This is an optimization exercise on Yosys and OpenROAD, whose aim is small area, a short achievable clock period and few clock cycles per item, not a production implementation. At most, simulation tests tie the RTL to the original design; equivalence was not proved. Power is estimated from default activity; no workload was simulated.

## the reference run
Design small_set_membership_table, start of the top module:
module small_set_membership_table #(
  parameter int unsigned CAPACITY   = ssmt_pkg::DEF_CAPACITY,
  parameter int unsigned ELEM_WIDTH = ssmt_pkg::DEF_ELEM_WIDTH
) (
  input  wire logic                          clk_i,
  input  wire logic                          rst_ni,
  input  wire logic                          start_i,
  output logic                               busy_o,
  input  wire logic [ssmt_pkg::OP_W-1:0]     op_i,
  input  wire logic [ssmt_pkg::VALUE_W-1:0]  value_i,
  output logic                               valid_o,
  output logic                               was_member_o,
  output logic [ssmt_pkg::COUNT_W-1:0]       count_o,
  output logic                               empty_res_o,
  output logic                               full_res_o,
  output logic                               rejected_o
);
clock: 4.0 ns
lec_check: 0
cap_margin: 20
core_margin: 2
core_utilization: 40
cts_cluster_diameter: 100
cts_cluster_size: 24
setup_slack_margin: 1.9
slew_margin: 20
run.sh (not shown) runs the stock make flow with config.mk's settings and CLKGATE_MAP_FILE= SYNTH_SCRIPT=/design/flow/synth_recipe.tcl, a recipe that flattens the netlist after the stock synthesis.
Testbench counts of the reference run, summed over its fixed seeds: cycles 32,024, items 32,000.
What the trial run does differently from the reference run at the input level:
- SETUP_SLACK_MARGIN: 1.9 -> 2.15
Results
Across both runs, register-to-register slack was higher for the trial run than for the reference run. Power after layout for the trial run is higher than for the reference run. The trial run -> the reference run: worst hold-check slack flat. The trial run vs. the reference run: switching part of the total rose by 0.36 points, top fanout value on the critical path increased by 5 relative to the old numbers, buffering overhead picked up an extra 1.3 points, ratio of total power to cell area went down about 1.3%, total cell area at the placement stage essentially unchanged. Of the trial run and the reference run, the reference run shows the higher fraction of power consumed by the clock network, with the trial run below it. The trial run: number of nets in the layout 2.6% above the reference run.

---

Setup of run Z:
The RTL this note starts from:
==> flow/design.v <==
`default_nettype none
package ssmt_pkg;
  localparam int unsigned OP_W           = 2;
  localparam int unsigned VALUE_W        = 16;
  localparam int unsigned COUNT_W        = 5;
  localparam int unsigned DEF_CAPACITY   = 16;
  localparam int unsigned DEF_ELEM_WIDTH = 16;
  typedef enum logic [OP_W-1:0] {
    OP_INSERT = 2'd0,
    OP_DELETE = 2'd1,
    OP_QUERY  = 2'd2,
    OP_CLEAR  = 2'd3
  } ssmt_op_e;
  typedef struct packed {
    logic ins_en;
    logic del_en;
  } ssmt_ctl_t;
endpackage
`default_nettype wire
`default_nettype none
module ssmt_cell #(
  parameter int unsigned ELEM_WIDTH = ssmt_pkg::DEF_ELEM_WIDTH
) (
  input  wire logic                   clk_i,
  input  wire logic                   we_i,      
  input  wire logic [ELEM_WIDTH-1:0]  wdata_i,   
  input  wire logic [ELEM_WIDTH-1:0]  cmp_i,     
  output logic                        match_o    
);
  logic [ELEM_WIDTH-1:0] entry_q;
  assign match_o = (entry_q == cmp_i);
  always_ff @(posedge clk_i) begin
    if (we_i) begin
      entry_q <= wdata_i;
    end
  end
endmodule
`default_nettype wire
`default_nettype none
module small_set_membership_table #(
  parameter int unsigned CAPACITY   = ssmt_pkg::DEF_CAPACITY,
  parameter int unsigned ELEM_WIDTH = ssmt_pkg::DEF_ELEM_WIDTH
) (
  input  wire logic                          clk_i,
  input  wire logic                          rst_ni,
  input  wire logic                          start_i,
  output logic                               busy_o,
  input  wire logic [ssmt_pkg::OP_W-1:0]     op_i,
  input  wire logic [ssmt_pkg::VALUE_W-1:0]  value_i,
  output logic                               valid_o,
  output logic                               was_member_o,
  output logic [ssmt_pkg::COUNT_W-1:0]       count_o,
  output logic                               empty_res_o,
  output logic                               full_res_o,
  output logic                               rejected_o
);
  localparam int unsigned CNT_W = $clog2(CAPACITY + 1);
  logic                      y_vld_q;
  logic [ssmt_pkg::OP_W-1:0] y_op_q;
  logic [ELEM_WIDTH-1:0]     y_val_q;
  logic [CAPACITY-1:0]       y_match_q, y_match_d;
  logic                      u_vld_q;
  logic [ssmt_pkg::OP_W-1:0] u_op_q;
  logic [ELEM_WIDTH-1:0]     u_val_q;
  logic [CAPACITY-1:0]       u_match_q, u_match_d;
  logic                      u_pre_q;        
  logic                      u_same_q;       
  logic                      u_post_q;       
  logic                      u_clr_q;        
  logic [CAPACITY-1:0]     valid_q, valid_d;
  logic [CNT_W-1:0]        count_q, count_d;
  logic [CAPACITY-1:0]     free_q, free_d;   
  logic [CAPACITY-1:0]     raw_match;
  logic                    valid_res_q;
  logic                    was_q, empty_q, full_q, rej_q;
  logic [ssmt_pkg::COUNT_W-1:0] cnt_res_q;
  assign busy_o = 1'b0;
  function automatic logic [CAPACITY-1:0] lowest_free(input logic [CAPACITY-1:0] used);
    logic seen;
    seen = 1'b0;
    for (int i = 0; i < CAPACITY; i++) begin
      lowest_free[i] = !used[i] && !seen;
      seen           = seen || !used[i];
    end
  endfunction
  for (genvar i = 0; i < CAPACITY; i++) begin : g_cell
    ssmt_cell #(
      .ELEM_WIDTH(ELEM_WIDTH)
    ) u_cell (
      .clk_i  (clk_i),
      .we_i   (free_q[i]),
      .wdata_i(u_val_q),
      .cmp_i  (ELEM_WIDTH'(value_i)),
      .match_o(raw_match[i])
    );
  end
  assign y_match_d = (free_q & {CAPACITY{ELEM_WIDTH'(value_i) == u_val_q}})
                   | (~free_q & raw_match);
  always_ff @(posedge clk_i or negedge rst_ni) begin
    if (!rst_ni) begin
      y_vld_q <= 1'b0;
    end else begin
      y_vld_q <= start_i;
    end
  end
  always_ff @(posedge clk_i) begin
    y_op_q    <= op_i;
    y_val_q   <= ELEM_WIDTH'(value_i);
    y_match_q <= y_match_d;
  end
  logic y_same;
  assign y_same    = y_val_q == u_val_q;
  assign u_match_d = (free_q & {CAPACITY{y_same}}) | (~free_q & y_match_q);
  always_ff @(posedge clk_i or negedge rst_ni) begin
    if (!rst_ni) begin
      u_vld_q <= 1'b0;
    end else begin
      u_vld_q <= y_vld_q;
    end
  end
  always_ff @(posedge clk_i) begin
    u_op_q    <= y_op_q;
    u_val_q   <= y_val_q;
    u_match_q <= u_match_d;
    u_pre_q   <= |(y_match_q & valid_q);
    u_same_q  <= y_same && u_vld_q;
  end
  logic [CAPACITY-1:0] hit;
  logic                member;
  logic                full_now;
  logic                is_ins, is_del, is_qry, is_clr;
  logic                rej_d;
  logic                ins_ok;
  logic                post_d;
  assign is_ins   = u_vld_q && (u_op_q == ssmt_pkg::OP_INSERT);
  assign is_del   = u_vld_q && (u_op_q == ssmt_pkg::OP_DELETE);
  assign is_qry   = u_vld_q && (u_op_q == ssmt_pkg::OP_QUERY);
  assign is_clr   = u_vld_q && (u_op_q == ssmt_pkg::OP_CLEAR);
  assign hit      = u_match_q & valid_q;
  assign member   = u_same_q ? u_post_q : (u_pre_q && !u_clr_q);
  assign full_now = count_q == CNT_W'(CAPACITY);
  assign ins_ok   = is_ins && !member && !full_now;
  assign rej_d    = is_ins && !member && full_now;
  assign post_d   = (is_ins && !(full_now && !member)) || (is_qry && member);
  logic [CNT_W-1:0]    cnt_inc, cnt_dec;
  logic [CAPACITY-1:0] free_ins, free_del;
  logic                empty_d, full_d;
  assign cnt_inc  = count_q + CNT_W'(1);
  assign cnt_dec  = count_q - CNT_W'(1);
  assign free_ins = lowest_free(valid_q | free_q);
  assign free_del = lowest_free(valid_q & ~hit);
  always_comb begin
    valid_d = valid_q;
    count_d = count_q;
    free_d  = free_q;
    empty_d = count_q == '0;
    full_d  = full_now;
    if (is_clr) begin
      valid_d = '0;
      count_d = '0;
      free_d  = CAPACITY'(1);
      empty_d = 1'b1;
      full_d  = 1'b0;
    end else if (ins_ok) begin
      valid_d = valid_q | free_q;
      count_d = cnt_inc;
      free_d  = free_ins;
      empty_d = 1'b0;
      full_d  = count_q == CNT_W'(CAPACITY - 1);
    end else if (is_del && member) begin
      valid_d = valid_q & ~hit;
      count_d = cnt_dec;
      free_d  = free_del;
      empty_d = count_q == CNT_W'(1);
      full_d  = 1'b0;
    end
  end
  always_ff @(posedge clk_i or negedge rst_ni) begin
    if (!rst_ni) begin
      valid_q     <= '0;
      count_q     <= '0;
      free_q      <= CAPACITY'(1);
      valid_res_q <= 1'b0;
    end else begin
      valid_q     <= valid_d;
      count_q     <= count_d;
      free_q      <= free_d;
      valid_res_q <= u_vld_q;
    end
  end
  always_ff @(posedge clk_i) begin
    u_post_q <= post_d;
    u_clr_q  <= is_clr;
  end
  always_ff @(posedge clk_i) begin
    was_q     <= member;
    cnt_res_q <= ssmt_pkg::COUNT_W'(count_d);
    empty_q   <= empty_d;
    full_q    <= full_d;
    rej_q     <= rej_d;
  end
  assign valid_o      = valid_res_q;
  assign was_member_o = was_q;
  assign count_o      = cnt_res_q;
  assign empty_res_o  = empty_q;
  assign full_res_o   = full_q;
  assign rejected_o   = rej_q;
endmodule
`default_nettype wire
clock: 4.0 ns
lec_check: 0
cap_margin: 20
core_margin: 2
core_utilization: 40
cts_cluster_diameter: 120
cts_cluster_size: 30
setup_slack_margin: 2.2
slew_margin: 20
Run Z ended with every stage complete and zero timing, DRC or antenna violations.
Input-level comparison between run P and run Z:
--- a/flow/config.mk
+++ b/flow/config.mk
@@ -10,4 +10,2 @@
 export CORE_UTILIZATION = 40
-export CTS_CLUSTER_DIAMETER = 120
-export CTS_CLUSTER_SIZE = 30
 export SETUP_SLACK_MARGIN = 2.2
==> comparison <==
Compared with run Z, in run P met2 usage in global routing shows no meaningful change, number of nets in the final layout shows an increase of 18, worst hold slack shows a reduction of 100 ps. Run P leaves less setup margin than run Z. Vias after detailed routing delta (run P − run Z): unfavourable. Post-route total power in run P is 23% higher than in run Z. sky130_fd_sc_hd__nor2b_2 as the slowest cell on the critical path was reported by run P, and sky130_fd_sc_hd__dfrtp_1 by run Z. Run Z vs run P, worst setup path startpoint: count_q[0] vs u_vld_q.
No functional check of the RTL was part of any run of this note.

---

== v17 ==
Another version of the RTL of small_set_membership_table (not shown whole).
Size: roughly 410 flip-flops, ~16000 µm² of cells after synthesis.
export LEC_CHECK = 0
export CAP_MARGIN = 20
export CORE_MARGIN = 2
export CORE_UTILIZATION = 40
export CTS_CLUSTER_DIAMETER = 100
export CTS_CLUSTER_SIZE = 24
export SETUP_SLACK_MARGIN = 2.1
export SLEW_MARGIN = 20
create_clock -name core_clock -period 4.0 [get_ports {clk_i}]
Testbench counts of v17, summed over its fixed seeds: cycles 32,032, items 32,000.
--- input diff v17..v5 ---
- swapping 2.1 for 2.15 in SETUP_SLACK_MARGIN
- putting PLACE_DENSITY at 0.8 where nothing was set
## What came out
v5 | stages: all done | timing, DRC, antenna: all pass
v5 ends up with higher data required time of the worst path than v17 does.
Cmp v5 vs v17: sequential share of layout area higher in v5
Combinational cell fraction of total power, v5 and v17: lower on v5
Lower routed wire length among v5 and v17: v5
Delta (v5 minus v17): clock period minus final worst setup slack grew by 0.0089 ns, synthesis-to-finish area growth -0.32 points, first-pass GRT wire length lower.
Input-level comparison between v37 and v5:
- swapping 24 for 30 in CTS_CLUSTER_SIZE
- clearing PLACE_DENSITY, which used to be 0.8
Notes after the runs:
v37 | stages: all done | timing, DRC, antenna: all pass
Number of non-filler instances in the completed layout in v37 is 14 above v5.
Between v37 and v5, the critical-path maximum fanout is lower for v37.
Final design utilization | v37 above v5
Input changes introduced in v34 (baseline for comparison: v37):
- CTS_CLUSTER_SIZE changed from 30 to 24
- ABC_AREA newly set to 1
Findings:
Relative to v37, the final cell area reported for v34 is higher. Compared with v37, power in combinational cells in v34 increased by a little under 10%. v37 has a lower number of cells on the worst reg-to-reg path than v34. v34 — global-route usage 0.96 points lower, v37 as reference. Via count of v34 exceeds that of v37 by a little under 10%. Post-synthesis sequential area ratio ends up lower on v34. Going from v37 to v34, sequential share of layout area shrinks by 1.4 points. Wire length: v34 vs v37, no meaningful difference. v34 — clock period minus final worst setup slack 0.046 ns higher, v37 as reference.
The inputs of v42 differ from those of v34 as listed below.
- ABC_AREA removed (was 1)
Findings:
Global-route wire length before repair in v42 is 0.88% higher than in v34. Of v34 and v42, the run reporting the higher first-iteration DRC count was v34. For v34, the critical path capture point was free_q[15], unlike v42, where it was full_res_o. Summary of the comparison: xor/xnor cell area share of the yosys netlist is higher in v42, relative to v34. Where total net switching power is concerned, v34 is outperformed by v42. Number of signal-net inverters in the final layout for v42: 65 down relative to v34.

[separate check: timing with driven ports]
No port has a modelled driver above. Below, the same layouts with a new extraction and two added sets of constraints.
Step 1: set_driving_cell puts a clkbuf_16 on clk_i and a buf_2 on each other input, an assumption about the parent block.
Step 2 moves the port delays by t, midway between the first and last clock arrival at a register: inputs arrive t later, outputs are due t later. That takes back most of the time a late clock gives input paths.
Three values: no drivers, after step 1, after step 2; two values: the first two.
| run | shift t [ns] | slack for setup (ns) | hold WS [ns] | worst setup path after step 2 | latest minus earliest clock arrival (ns) |
|---|---|---|---|---|---|
| the reference run | 0.571 | 1.958 / 1.976 / 1.417 | 0.261 / 0.238 / 0.335 | input to register | 0.033 / 0.033 |
| the trial run | 0.580 | 2.144 / 2.105 / 1.598 | 0.259 / 0.238 / 0.334 | input to register | 0.012 / 0.012 |
| run Z | 0.578 | 2.002 / 2.002 / 1.695 | 0.249 / 0.220 / 0.338 | input to register | 0.039 / 0.038 |
| run P | 0.602 | 1.992 / 1.992 / 1.667 | 0.147 / 0.113 / 0.332 | input to register | 0.021 / 0.022 |
| v17 | 0.575 | 2.143 / 2.092 / 2.143 | 0.335 / 0.335 / 0.335 | register to register | 0.031 / 0.031 |
| v5 | 0.580 | 2.135 / 2.099 / 2.135 | 0.335 / 0.335 / 0.335 | register to register | 0.027 / 0.026 |
| v37 | 0.586 | 2.150 / 2.099 / 2.176 | 0.338 / 0.338 / 0.338 | register to register | 0.026 / 0.026 |
| v34 | 0.574 | 2.104 / 2.104 / 2.104 | 0.334 / 0.334 / 0.334 | register to register | 0.030 / 0.029 |
| v42 | 0.575 | 2.164 / 2.110 / 2.211 | 0.335 / 0.335 / 0.335 | register to register | 0.030 / 0.031 |
After both steps every run listed still meets setup and hold. The setup slack of the trial run, which loses most, moves by -0.039 ns with the drivers and by -0.546 ns with both steps.
